Context: an optimization exercise on an open-source flow, tuned for small area, a short achievable clock period and few clock cycles per item. The choices shown serve that exercise and are no tape-out recipe.
The RTL was checked by simulation tests, not by an equivalence proof against the original design.
Power is estimated from default activity; no workload was simulated.

==> flow/design.v <==
module muldiv_unit #(
    parameter int WIDTH   = 32,
    parameter int MUL_LAT = 2
) (
    input  logic             clk,
    input  logic             rst,
    input  logic             start_i,
    input  logic [1:0]       op_i,
    input  logic [WIDTH-1:0] a_i,
    input  logic [WIDTH-1:0] b_i,
    input  logic             cancel_i,
    output logic             busy_o,
    output logic             done_o,
    output logic [WIDTH-1:0] hi_o,
    output logic [WIDTH-1:0] lo_o,
    output logic             divzero_o
);
    localparam int CNT_W = $clog2(WIDTH + MUL_LAT + 1);
    typedef enum logic [1:0] {IDLE = 2'd0, MUL = 2'd1, DIV = 2'd2} state_e;
    state_e           state_q;
    logic [CNT_W-1:0] cnt_q;
    logic [WIDTH-1:0] opa_q, opb_q, rem_q, hi_q, lo_q;
    logic             sgn_q, negq_q, negr_q, done_q, dz_q;
    logic             accept_s, finishing_s, ge_s;
    logic [WIDTH:0]   rem_sh_s, diff_s;
    logic [WIDTH-1:0] rem_d, quo_d, quo_fix_s, rem_fix_s;
    logic [2*WIDTH-1:0] prod_s;
    function automatic logic [2*WIDTH-1:0] mul_full(input logic [WIDTH-1:0] a,
                                                    input logic [WIDTH-1:0] b,
                                                    input logic sgn);
        logic [2*WIDTH-1:0] ae, be;
        ae = sgn ? {{WIDTH{a[WIDTH-1]}}, a} : {{WIDTH{1'b0}}, a};
        be = sgn ? {{WIDTH{b[WIDTH-1]}}, b} : {{WIDTH{1'b0}}, b};
        mul_full = ae * be;
    endfunction
    function automatic logic [WIDTH-1:0] neg(input logic [WIDTH-1:0] x);
        neg = ~x + WIDTH'(1);
    endfunction
    function automatic logic [WIDTH-1:0] mag(input logic [WIDTH-1:0] x, input logic sgn);
        mag = (sgn && x[WIDTH-1]) ? neg(x) : x;
    endfunction
    always_comb begin
        accept_s    = (state_q == IDLE) && start_i && !cancel_i;
        finishing_s = (state_q != IDLE) && (cnt_q == CNT_W'(1));
    end
    assign busy_o    = !cancel_i && (start_i || (state_q != IDLE));
    assign done_o    = done_q;
    assign divzero_o = dz_q;
    assign hi_o      = hi_q;
    assign lo_o      = lo_q;
    always_comb begin
        rem_sh_s = {rem_q, opa_q[WIDTH-1]};
        diff_s   = rem_sh_s - {1'b0, opb_q};
        ge_s     = ~diff_s[WIDTH];
        if (ge_s) begin
            rem_d = diff_s[WIDTH-1:0];
        end else begin
            rem_d = rem_sh_s[WIDTH-1:0];
        end
        quo_d     = {opa_q[WIDTH-2:0], ge_s};
        quo_fix_s = negq_q ? neg(quo_d) : quo_d;
        rem_fix_s = negr_q ? neg(rem_d) : rem_d;
        prod_s    = mul_full(opa_q, opb_q, sgn_q);
    end
    always_ff @(posedge clk) begin
        if (rst) begin
            state_q <= IDLE;
            cnt_q   <= CNT_W'(0);
            opa_q   <= {WIDTH{1'b0}};
            opb_q   <= {WIDTH{1'b0}};
            rem_q   <= {WIDTH{1'b0}};
            hi_q    <= {WIDTH{1'b0}};
            lo_q    <= {WIDTH{1'b0}};
            sgn_q   <= 1'b0;
            negq_q  <= 1'b0;
            negr_q  <= 1'b0;
            done_q  <= 1'b0;
            dz_q    <= 1'b0;
        end else begin
            done_q <= 1'b0;
            dz_q   <= 1'b0;
            case (state_q)
                IDLE: begin
                    if (!accept_s) begin
                        state_q <= IDLE;
                    end else if (!op_i[1]) begin
                        if (MUL_LAT == 1) begin
                            {hi_q, lo_q} <= mul_full(a_i, b_i, !op_i[0]);
                            done_q       <= 1'b1;
                        end else begin
                            state_q <= MUL;
                            cnt_q   <= CNT_W'(MUL_LAT - 1);
                            opa_q   <= a_i;
                            opb_q   <= b_i;
                            sgn_q   <= !op_i[0];
                        end
                    end else if (b_i == {WIDTH{1'b0}}) begin
                        hi_q   <= a_i;
                        lo_q   <= {WIDTH{1'b1}};
                        done_q <= 1'b1;
                        dz_q   <= 1'b1;
                    end else begin
                        state_q <= DIV;
                        cnt_q   <= CNT_W'(WIDTH);
                        opa_q   <= mag(a_i, !op_i[0]);
                        opb_q   <= mag(b_i, !op_i[0]);
                        rem_q   <= {WIDTH{1'b0}};
                        negq_q  <= !op_i[0] && (a_i[WIDTH-1] ^ b_i[WIDTH-1]);
                        negr_q  <= !op_i[0] && a_i[WIDTH-1];
                    end
                end
                MUL: begin
                    if (cancel_i) begin
                        state_q <= IDLE;
                        cnt_q   <= CNT_W'(0);
                    end else if (finishing_s) begin
                        {hi_q, lo_q} <= prod_s;
                        done_q       <= 1'b1;
                        state_q      <= IDLE;
                        cnt_q        <= CNT_W'(0);
                    end else begin
                        cnt_q <= cnt_q - CNT_W'(1);
                    end
                end
                DIV: begin
                    if (cancel_i) begin
                        state_q <= IDLE;
                        cnt_q   <= CNT_W'(0);
                    end else if (finishing_s) begin
                        lo_q    <= quo_fix_s;
                        hi_q    <= rem_fix_s;
                        done_q  <= 1'b1;
                        state_q <= IDLE;
                        cnt_q   <= CNT_W'(0);
                    end else begin
                        rem_q <= rem_d;
                        opa_q <= quo_d;
                        cnt_q <= cnt_q - CNT_W'(1);
                    end
                end
                default: begin
                    state_q <= IDLE;
                    cnt_q   <= CNT_W'(0);
                end
            endcase
        end
    end
endmodule
==> flow/run.sh <==
#!/bin/bash
# synth_recipe.tcl (not shown) runs the flow's synth.tcl, then flattens the netlist and writes it again
# the make line also repeats each setting of config.mk as NAME=value (left out here)
make -C /OpenROAD-flow-scripts/flow DESIGN_CONFIG=/design/flow/config.mk WORK_HOME=/design/flow/orfs CLKGATE_MAP_FILE= SYNTH_SCRIPT=/design/flow/synth_recipe.tcl finish
==> flow/config.mk <==
export PLATFORM = sky130hd
export DESIGN_NAME = muldiv_unit
export DESIGN_NICKNAME = muldiv_unit
export VERILOG_FILES = /design/flow/design.v
export SDC_FILE = /design/flow/constraint.sdc
export NUM_CORES = 4
export LEC_CHECK = 0
export CAP_MARGIN = 20
export CORE_MARGIN = 2
export CORE_UTILIZATION = 40
export SLEW_MARGIN = 20
==> flow/constraint.sdc <==
create_clock -name core_clock -period 10.5 [get_ports {clk}]
set_input_delay 2.1000 -clock core_clock [delete_from_list [all_inputs] [get_ports {clk}]]
set_output_delay 2.1000 -clock core_clock [all_outputs]
set_load 0.01 [all_outputs]
==> notes.md <==
==> cells in the final DEF (no fill, tap or decap), types with 22 or more instances in the layout <==
master	Yosys	final
inv_1	1593	1593
fa_1	1420	1420
nand2_1	689	687
and2_1	518	518
nor2_1	357	357
ha_1	352	350
a21oi_1	222	222
buf_4	3	182
xnor2_1	173	173
dfxtp_1	173	157
o21ai_0	150	150
clkdlybuf4s50_1	0	135
xor2_1	80	80
nand3_1	58	58
a21o_1	56	55
nor3_1	51	51
a211oi_1	48	48
a221oi_1	43	43
or3_1	40	40
o31ai_1	34	34
and3_1	31	30
mux2i_1	27	27
nand2b_1	24	24
a31oi_1	23	23
o21a_1	22	22
==> worst max-delay path by stage <==
stage,startpoint,depth (start not counted),endpoint
2_1_floorplan,opa_q[31],30,hi_q[29]
3_3_place_gp,opa_q[12],31,hi_q[27]
4_1_cts,opa_q[12],31,hi_q[27]
3_5_place_dp,opa_q[12],31,hi_q[27]
5_1_grt,opb_q[14],32,hi_q[27]
6_report,opa_q[13],32,hi_q[27]
==> flip-flops by register name (all words and copies together) (netlist names) <==
name / cells
hi_q: 32
lo_q: 32
opa_q: 32
opb_q: 32
rem_q: 32
cnt_q: 6
state_q: 2
done_q: 1
dz_q: 1
negq_q: 1
negr_q: 1
sgn_q: 1
==> report_power, final <==
group | leakage, nW | internal (mW) | switching (mW)
Sequential | 1.42 | 0.695 | 0.116
Clock | 0.285 | 0.328 | 0.355
Combinational | 30.6 | 0.809 | 1.50
Total | 32.3 | 1.83 | 1.97
==> per-stage QoR <==
stage	worst slack, ns	hold slack [ns]
floorplan	1.21	0.449
global placement	0.336	0.444
detailed placement	0.306	0.448
CTS	0.269	0.462
global route	0.00537	0.487
finish	0.391	0.461
==> layout make-up <==
cell class / instances / area, sq um / area share, %
Inverter: 1594 / 5980 / 9.23
Timing Repair Buffer: 320 / 2770 / 4.27
Antenna cell: 5 / 12.5 / 0.0193
Clock buffer: 20 / 467 / 0.720
Sequential cell: 173 / 3480 / 5.37
Multi-Input combinational cell: 4688 / 49500 / 76.3
Tap cell: 2016 / 2520 / 3.89
Clock inverter: 11 / 101 / 0.156
==> critical path, delay by kind of cell, from the launching register on <==
kind | cells | cell delay [ns]
fa+ha+maj | 11 | 5.23
simple gates | 6 | 0.86
flops | 1 | 0.93
xor+xnor | 1 | 0.14
compound gates | 6 | 1.89
buf+inv | 8 | 0.88
==> cell families (layout without fill, tap and decap cells) <==
logic type               Yosys count  count (layout)  share of synthesized area, %
flip-flops                       173             173                          5.74
XOR/XNOR                         253             253                          3.67
AO/OA/AOI/OAI                    756             756                          8.24
buffers and inverters           1978            1945                          12.4
AND/OR/NAND/NOR                 1869            1869                          15.0
other                              0               5                             0
multiplexers                      35              35                         0.597
adder cells (fa/ha/maj)         1775            1775                          54.4
==> layer usage <==
metal | track usage [%] | wire (microns) | vias to the layer above
met5 | 0 | 28 | -
met4 | 9.09 | 7610 | 6
met3 | 6.28 | 19100 | 305
met2 | 44.1 | 94900 | 1759
met1 | 37.4 | 84800 | 24275
li1 | - | - | 20393
==> timing repair <==
action                     CTS  global route
setup buffers                0             0
resized for setup            0             4
setup endpoints to repair    0             5
==> run_summary.xml <==
<?xml version="1.0" encoding="UTF-8"?>
<metrics>
  <group name="floorplan">
    <metric name="die_area" unit="sq um">154000</metric>
    <metric name="fp-row-count" unit="">142</metric>
    <metric name="floorplan.io_pins" unit="">137</metric>
    <metric name="chipWidth" unit="microns">392</metric>
    <metric name="die_height" unit="microns">392</metric>
    <metric name="coreArea" unit="sq um">150000</metric>
    <metric name="start_util" unit="%">40.3</metric>
  </group>
  <group name="clock_tree">
    <metric name="postCtsHoldBufs" unit="">0</metric>
    <metric name="ctsRootBufferMaster" unit="">clkbuf_16</metric>
    <metric name="clk_pin_slew" unit="ns">0.09</metric>
    <metric name="later_pin_clock_latency_in_the_skew_report" unit="ns">0.53</metric>
    <metric name="h-tree-depth" unit="">4</metric>
    <metric name="clkSinkCount" unit="">173</metric>
    <metric name="tritoncts" unit="">yes</metric>
    <metric name="cts_made_buffers" unit="">17</metric>
    <metric name="max-clock-path-buffers" unit="">2</metric>
  </group>
  <group name="logic_synthesis">
    <metric name="synthCells" unit="">6839</metric>
    <metric name="most_repeated_cell_in_the_gate_level_netlist_after_synthesis" unit="">inv_1</metric>
    <metric name="ys_async_sr_fraction" unit="%">0</metric>
    <metric name="synth.top_cells.by_count" unit="">1,593 x inv_1, 1,420 x fa_1, 689 x nand2_1</metric>
    <metric name="netlist.top_cell.by_area" unit="">fa_1</metric>
    <metric name="synth_warnings" unit="">1</metric>
    <metric name="synth.lib_cells_used.distinct" unit="">84</metric>
    <metric name="portion_of_the_post_synthesis_area_used_by_sequential_elements" unit="%">5.74</metric>
    <metric name="post-synth-top-area-fraction" unit="%">47.1</metric>
    <metric name="syn_nets" unit="">8681</metric>
    <metric name="synth_ff_type" unit="">dfxtp_1</metric>
    <metric name="synth_seq_cells" unit="">173</metric>
    <metric name="synth-edff-count" unit="">0</metric>
    <metric name="syn-mean-instance-area" unit="sq um">8.83</metric>
    <metric name="cell_area_synth" unit="sq um">60400</metric>
    <metric name="synth.area.top_cells" unit="">fa_1 47%, inv_1 9.9%, ha_1 7.3%, dfxtp_1 5.7%, and2_1 5.4%</metric>
  </group>
  <group name="setup_path">
    <metric name="critPathMostFrequentCell" unit="">fa_1</metric>
    <metric name="crit_end_element" unit="">flop</metric>
    <metric name="critical-path-max-stage-delay" unit="ns">0.93</metric>
    <metric name="reg2reg_from" unit="">opa_q[13]</metric>
    <metric name="timing.critical_path.fanout_max" unit="">18</metric>
    <metric name="crit_type" unit="">flop to flop</metric>
    <metric name="worst_ep_arrival_time" unit="ns">10.49</metric>
    <metric name="worst_setup_slack_for_register_to_register_paths" unit="ns">0.39</metric>
    <metric name="crit_slowest_cell" unit="">dfxtp_1</metric>
    <metric name="cp_data_required_time" unit="ns">10.88</metric>
    <metric name="rr_endpoint" unit="">hi_q[27]</metric>
    <metric name="worst_reg2reg_path_length_in_cells" unit="">32</metric>
    <metric name="worstSetupStartpointType" unit="">flop</metric>
  </group>
  <group name="detailed_routing">
    <metric name="detail_route.vias_per_cell" unit="">5.29</metric>
    <metric name="totalWireLength" unit="microns">207000</metric>
    <metric name="drt_first_iter_violations" unit="">3966</metric>
    <metric name="via_count" unit="">46738</metric>
    <metric name="drcViolationCount" unit="">0</metric>
    <metric name="final_antenna_net_count" unit="">0</metric>
    <metric name="route.detailed.wl_per_inst" unit="microns">23.4</metric>
    <metric name="drt-pass1-iter-count" unit="">6</metric>
  </group>
  <group name="finish">
    <metric name="fill_cells" unit="">14774</metric>
    <metric name="finalInstanceArea" unit="sq um">64800</metric>
    <metric name="finish.net_count" unit="">8636</metric>
    <metric name="flow.area_growth_from_synthesis" unit="%">7.36</metric>
    <metric name="fin_util" unit="%">43.3</metric>
    <metric name="count_of_placed_standard_cells_in_the_final_layout_fillers_left_out" unit="">8827</metric>
    <metric name="drive_above_1_share" unit="%">4.29</metric>
  </group>
  <group name="power_and_ir_drop">
    <metric name="power.static_leakage" unit="nW">32.3</metric>
    <metric name="worst_ir_drop_vdd" unit="mV">0.0846</metric>
    <metric name="power_per_cell_area" unit="nW/um^2">58.7</metric>
    <metric name="power" unit="mW">3.80</metric>
  </group>
  <group name="sta">
    <metric name="relSlewSlack" unit="%">26.2</metric>
    <metric name="grt_setup_unrepaired" unit="">no</metric>
    <metric name="timing.fmax" unit="MHz">98.9</metric>
    <metric name="timing.final.crit_share" unit="%">96.3</metric>
    <metric name="worst_pin_slew" unit="ns">1.11</metric>
    <metric name="finalWorstPathRequiredPeriod" unit="ns">10.11</metric>
    <metric name="report.final.hold_viol_count" unit="">0</metric>
    <metric name="setup-violations-final" unit="">0</metric>
    <metric name="final-max-slew-violation-count" unit="">0</metric>
    <metric name="fin_worst_skew" unit="ns">0.0209</metric>
    <metric name="setup-tns-final" unit="ns">0</metric>
  </group>
  <group name="run">
    <metric name="cap_violations" unit="">0</metric>
  </group>
  <group name="placement">
    <metric name="place.detailed.instances" unit="">8791</metric>
    <metric name="dpl.hpwl" unit="microns">175000</metric>
    <metric name="place.port_buffers" unit="">136</metric>
    <metric name="gp_congestion" unit="">0.973</metric>
    <metric name="placedInstanceArea" unit="sq um">64200</metric>
  </group>
  <group name="global_routing">
    <metric name="first_global_vias" unit="">50119</metric>
    <metric name="track_usage" unit="%">27.8</metric>
    <metric name="grt_max_degree" unit="">91</metric>
    <metric name="grt_overflow_total" unit="">0</metric>
    <metric name="grt_pass1_wl" unit="microns">317000</metric>
    <metric name="antenna_found_initial" unit="">14</metric>
  </group>
  <group name="min_path">
    <metric name="hold-path-endpoint" unit="">hi_q[18]</metric>
    <metric name="hold_path.class" unit="">flop to flop</metric>
    <metric name="worst_hold_startpoint" unit="">hi_q[18]</metric>
    <metric name="timing.hold.worst_path_depth" unit="">2</metric>
  </group>
  <group name="run_status">
    <metric name="outcome" unit="">no timing/DRC/antenna violations</metric>
  </group>
</metrics>
Testbench counts, summed over its fixed seeds: cycles 32,646, items 2,400.

-- separate check: timing with driven ports --
The results above use ideal ports. As a check the final layout listed here was re-extracted and re-timed, cells and wires unchanged.
Step 1 (the two cells are an assumption about what drives the block):
set clk [get_ports {clk}]
set_driving_cell -lib_cell sky130_fd_sc_hd__clkbuf_16 $clk
set_driving_cell -lib_cell sky130_fd_sc_hd__buf_2 [delete_from_list [all_inputs] $clk]
Step 2 adds t to the input delays and takes it off the output delays; t is the mean of the earliest and latest rising clock arrival at the registers after step 1. Input paths then give back, and output paths get back, about the clock's delay inside the block.
Slacks: ideal ports / drivers / drivers and shift; pairs: ideal ports / drivers.
t (ns): 0.585
setup slack, ns: 0.391 / 0.391 / 0.391
clock arrival spread, ns: 0.023 / 0.023
slew at the worst register clock pin (ns): 0.09 / 0.09
pins driven straight from the clock port: 1
After both steps this run still meets setup and hold. The setup slack of this run moves by 0.000 ns with the drivers and by 0.000 ns with both steps.
